Background: an optimization exercise with open tools, aiming at small area, a short achievable clock period and few clock cycles. Do not read the settings as production practice.
Function was checked by simulation only, so behaviour that the tests miss may differ from the original.
Power and IR drop assume default switching activity.

Design fir_filter_streaming, start of the top module:
module fir_filter_streaming
#(
   parameter int TAPS = 8
)
(
   input  logic                clock,
   input  logic                reset,
   input  logic                req_valid,
   output logic                req_stall,
   input  logic signed [15:0]  req_sample,
   output logic                rsp_valid,
   input  logic                rsp_stall,
   output logic signed [34:0]  rsp_filtered,
   input  logic                csr_write_en,
   input  logic [7:0]          csr_index,
   input  logic signed [15:0]  csr_wdata
);
==> flow/config.mk <==
export PLATFORM = sky130hd
export DESIGN_NAME = fir_filter_streaming
export DESIGN_NICKNAME = fir_filter_streaming
export VERILOG_FILES = /design/flow/design.v
export SDC_FILE = /design/flow/constraint.sdc
export NUM_CORES = 4
export LEC_CHECK = 0
export ABC_AREA = 1
export CAP_MARGIN = 20
export CORE_MARGIN = 2
export CORE_UTILIZATION = 40
export SETUP_SLACK_MARGIN = 4.4
export SLEW_MARGIN = 20
==> flow/constraint.sdc <==
create_clock -name core_clock -period 8.0 [get_ports {clock}]
set_input_delay 1.6000 -clock core_clock [delete_from_list [all_inputs] [get_ports {clock}]]
set_output_delay 1.6000 -clock core_clock [all_outputs]
set_load 0.01 [all_outputs]
run.sh (not shown) runs the stock make flow with config.mk's settings and CLKGATE_MAP_FILE= SYNTH_SCRIPT=/design/flow/synth_recipe.tcl, a recipe that flattens the netlist after the stock synthesis.
Testbench counts at the start, summed over its fixed seeds: cycles 16,024.
Then changed:
- SETUP_SLACK_MARGIN: 4.4 -> 4.0
After rerunning:
- sequential cell count does not change
- routed wire length came out lower by 4.6%
- first-iteration DRC count barely changes
- core utilization came out lower by 5.1 points

---

Setup of job 101:
Another version of the RTL of fir_filter_streaming (not shown whole).
Size in the first run: ~6100 cells after synthesis, about 82 I/O pins.
// fir_filter_streaming
module fir_filter_streaming
#(
   parameter int TAPS = 8
)
(
   input  logic                clock,
   input  logic                reset,
   input  logic                req_valid,
   output logic                req_stall,
   input  logic signed [15:0]  req_sample,
   output logic                rsp_valid,
   input  logic                rsp_stall,
   output logic signed [34:0]  rsp_filtered,
   input  logic                csr_write_en,
   input  logic [7:0]          csr_index,
   input  logic signed [15:0]  csr_wdata
);
   logic [23:0] w0_q;   
   logic [23:0] w1_q;   
   logic [23:0] w2_q;   
   logic [23:0] w3_q;   
   logic [23:0] w4_q;   
   logic [23:0] w5_q;   
   logic [23:0] w6_q;   
   logic [23:0] w7_q;   
   logic [23:0] wdata_enc;
   logic [15:0] hist1_q;
   logic [15:0] hist2_q;
   logic [15:0] hist3_q;
   logic [15:0] hist4_q;
   logic [15:0] hist5_q;
   logic [15:0] hist6_q;
   logic [15:0] hist7_q;
   logic [329:0] p1_q;   
   logic [84:0] p2_q;   
   logic [1:0] vld_q;   
   logic adv, accept, r_free, r_vld_q;
   logic [34:0] row_a, row_b, sum;
   logic s_vld_q;
   logic [34:0] s_q;
   logic bneg_0_0, bone_0_0, btwo_0_0;
   logic pp_0_0_0;
   logic pp_0_0_1;
   logic pp_0_0_2;
   logic pp_0_0_3;
   logic pp_0_0_4;
   logic pp_0_0_5;
   logic pp_0_0_6;
   logic pp_0_0_7;
   logic pp_0_0_8;
   logic pp_0_0_9;
   logic pp_0_0_10;
   logic pp_0_0_11;
   logic pp_0_0_12;
   logic pp_0_0_13;
   logic pp_0_0_14;
   logic pp_0_0_15;
   logic pp_0_0_16;
   logic bneg_0_1, bone_0_1, btwo_0_1;
   logic pp_0_1_0;
   logic pp_0_1_1;
   logic pp_0_1_2;
   logic pp_0_1_3;
   logic pp_0_1_4;
   logic pp_0_1_5;
   logic pp_0_1_6;
  ...
export LEC_CHECK = 0
export ABC_AREA = 1
export CAP_MARGIN = 20
export CORE_MARGIN = 2
export CORE_UTILIZATION = 60
export SETUP_SLACK_MARGIN = 4.4
export SLEW_MARGIN = 20
export SYNTH_HIERARCHICAL = 1
export SYNTH_MINIMUM_KEEP_SIZE = 0
create_clock -name core_clock -period 8.0 [get_ports {clock}]
Testbench counts of job 101, summed over its fixed seeds: cycles 16,024.
Setup changes, job 101 to job 102
--- a/flow/config.mk
+++ b/flow/config.mk
@@ -11 +11 @@
-export CORE_UTILIZATION = 60
+export CORE_UTILIZATION = 40
Results
- The fmax was comparable across job 102 and job 101.
- Job 102 vs job 101, clock share of power went up by 1.7 points.
- When job 102 is measured against job 101, its number of diodes turns out 9 higher.

---

Another version of the RTL of fir_filter_streaming (not shown whole).
Size in the first run: ~5,700 cells after synthesis, about 750 flip-flops, about 82 I/O pins, about 66,000 um^2 of cells after synthesis.
export LEC_CHECK = 0
export ABC_AREA = 1
export CAP_MARGIN = 20
export CORE_MARGIN = 2
export CORE_UTILIZATION = 50
export SETUP_SLACK_MARGIN = 4.5
export SLEW_MARGIN = 20
export SYNTH_HIERARCHICAL = 1
export SYNTH_MINIMUM_KEEP_SIZE = 0
create_clock -name core_clock -period 8.0 [get_ports {clock}]
Testbench counts at the start, summed over its fixed seeds: cycles 16,024.
Rerun with:
==> flow/flow/run.sh (new file) <==
#!/bin/bash
# The standard layout (the standard.sh, synthesis included, unchanged),
# except that buffer_ports is told to buffer each input and output port with a
# sky130_fd_sc_hd__buf_4 instead of the slow delay buffer it picks by default.
# Every port still gets its own buffer.
set -o pipefail
echo 'export BUFFER_PORTS_ARGS = -buffer_cell sky130_fd_sc_hd__buf_4' >> config.mk
export BUFFER_PORTS_ARGS="-buffer_cell sky130_fd_sc_hd__buf_4"
bash standard.sh > standard.log 2>&1
status=$?
cp config.mk config_used.mk
exit $status
==> flow/standard.sh (new file) <==
#!/bin/bash
# synth_recipe.tcl (not shown) runs the flow's synth.tcl, then flattens the netlist and writes it again
# the make line also repeats each setting of config.mk as NAME=value (left out here)
make -C /OpenROAD-flow-scripts/flow DESIGN_CONFIG=/design/flow/config.mk WORK_HOME=/design/flow/orfs CLKGATE_MAP_FILE= SYNTH_SCRIPT=/design/flow/synth_recipe.tcl "${@:-finish}"
--- a/flow/config.mk
+++ b/flow/config.mk
@@ -14,2 +14,3 @@
 export SYNTH_HIERARCHICAL = 1
 export SYNTH_MINIMUM_KEEP_SIZE = 0
+export BUFFER_PORTS_ARGS = -buffer_cell sky130_fd_sc_hd__buf_4
removed: flow/run.sh
Result: Wire length stays flat; combinational power goes down by a few percent; core utilization goes down by 0.92 points; sequential cell count does not change; critical path depth goes up by 1; total power goes down slightly.
Rerun with:
--- a/flow/config.mk
+++ b/flow/config.mk
@@ -9,5 +9,5 @@
 export CAP_MARGIN = 20
 export CORE_MARGIN = 2
-export CORE_UTILIZATION = 50
+export CORE_UTILIZATION = 55
 export SETUP_SLACK_MARGIN = 4.5
 export SLEW_MARGIN = 20
Combinational power barely changes; via count rises by 0.81%; critical path depth is higher by 3; synthesized area stays the same; wire length went down by 3.9%; global-route usage went up by 2.8 points; cell area falls by 0.62%; core utilization goes up by 5.4 points.
Rerun with:
--- a/flow/config.mk
+++ b/flow/config.mk
@@ -9,6 +9,6 @@
 export CAP_MARGIN = 20
 export CORE_MARGIN = 2
-export CORE_UTILIZATION = 55
-export SETUP_SLACK_MARGIN = 4.5
+export CORE_UTILIZATION = 50
+export SETUP_SLACK_MARGIN = 4.4
 export SLEW_MARGIN = 20
 export SYNTH_HIERARCHICAL = 1
The changed run ran to the end with no violations.
Wire length came out higher by 4.7%.
Via count barely changes.
Global-route usage came out lower by 2.7 points.
Die area came out higher by 9.9%.
Maximum frequency came out lower by 2.8%.
Final cell count came out higher by 2.1%.
Final area came out lower by 0.71%.
Clock-buffer cell count came out lower by 2.
Area after synthesis does not change.
Utilization came out lower by 6.2 points.
Total power came out higher by 0.95%.

---

fir_filter_streaming, a different RTL version from the one above (not shown whole).
For scale: about 5600 cells after synthesis, about 710 flip-flops, ~82 I/O pins, about 0.065 mm2 of cells after synthesis.
make LEC_CHECK=0 ABC_AREA=1 CAP_MARGIN=20 CORE_MARGIN=2 CORE_UTILIZATION=45 SETUP_SLACK_MARGIN=4.4 SLEW_MARGIN=20 SYNTH_HIERARCHICAL=1 SYNTH_MINIMUM_KEEP_SIZE=0 finish   # period 8.0 ns
Stock flow here: none of the scripts above is used.
Testbench counts at the start, summed over its fixed seeds: cycles 16,024.
Rerun with:
--- a/flow/config.mk
+++ b/flow/config.mk
@@ -9,5 +9,5 @@
 export CAP_MARGIN = 20
 export CORE_MARGIN = 2
-export CORE_UTILIZATION = 45
+export CORE_UTILIZATION = 50
 export SETUP_SLACK_MARGIN = 4.4
 export SLEW_MARGIN = 20
Utilization increases by 5.7 points.
Wire length increases by about 2.4%.
Cell count decreases by about 2.6%.
Worst setup slack barely changes.

separate check: timing with driven ports:
No port has a modelled driver above. Below, the same layouts with a new extraction and two added sets of constraints. Step 1: set_driving_cell puts a clkbuf_16 on clock and a buf_2 on each other input, an assumption about the parent block. Step 2 adds t to the input delays and takes it off the output delays; t is the mean of the earliest and latest rising clock arrival at the registers after step 1. Input paths then give back, and output paths get back, about the clock's delay inside the block. Slacks: ideal ports / drivers / drivers and shift; pairs: ideal ports / drivers.
run | shift t [ns] | slack for setup (ns) | cell pins on the clock port's net
the first run of note 1 | 0.842 | 4.129 / 4.129 / 3.582 | 1
the second run of note 1 | 0.857 | 3.964 / 3.964 / 3.208 | 1
job 101 | 0.836 | 4.238 / 4.238 / 3.665 | 1
job 102 | 0.842 | 4.247 / 4.247 / 3.552 | 1
the first run of note 3 | 0.820 | 4.233 / 4.233 / 3.725 | 1
the second run of note 3 | 0.802 | 4.390 / 4.390 / 3.645 | 1
the third run of note 3 | 0.805 | 4.427 / 4.424 / 3.742 | 1
the fourth run of note 3 | 0.816 | 4.324 / 4.324 / 3.647 | 1
the first run of note 4 | 0.816 | 4.303 / 4.303 / 3.604 | 1
the second run of note 4 | 0.820 | 4.304 / 4.304 / 3.624 | 1
After both steps every run listed still meets setup and hold. For the second run of note 1, which loses most, drivers alone change the setup slack by 0.000 ns; drivers and shift together by -0.756 ns.
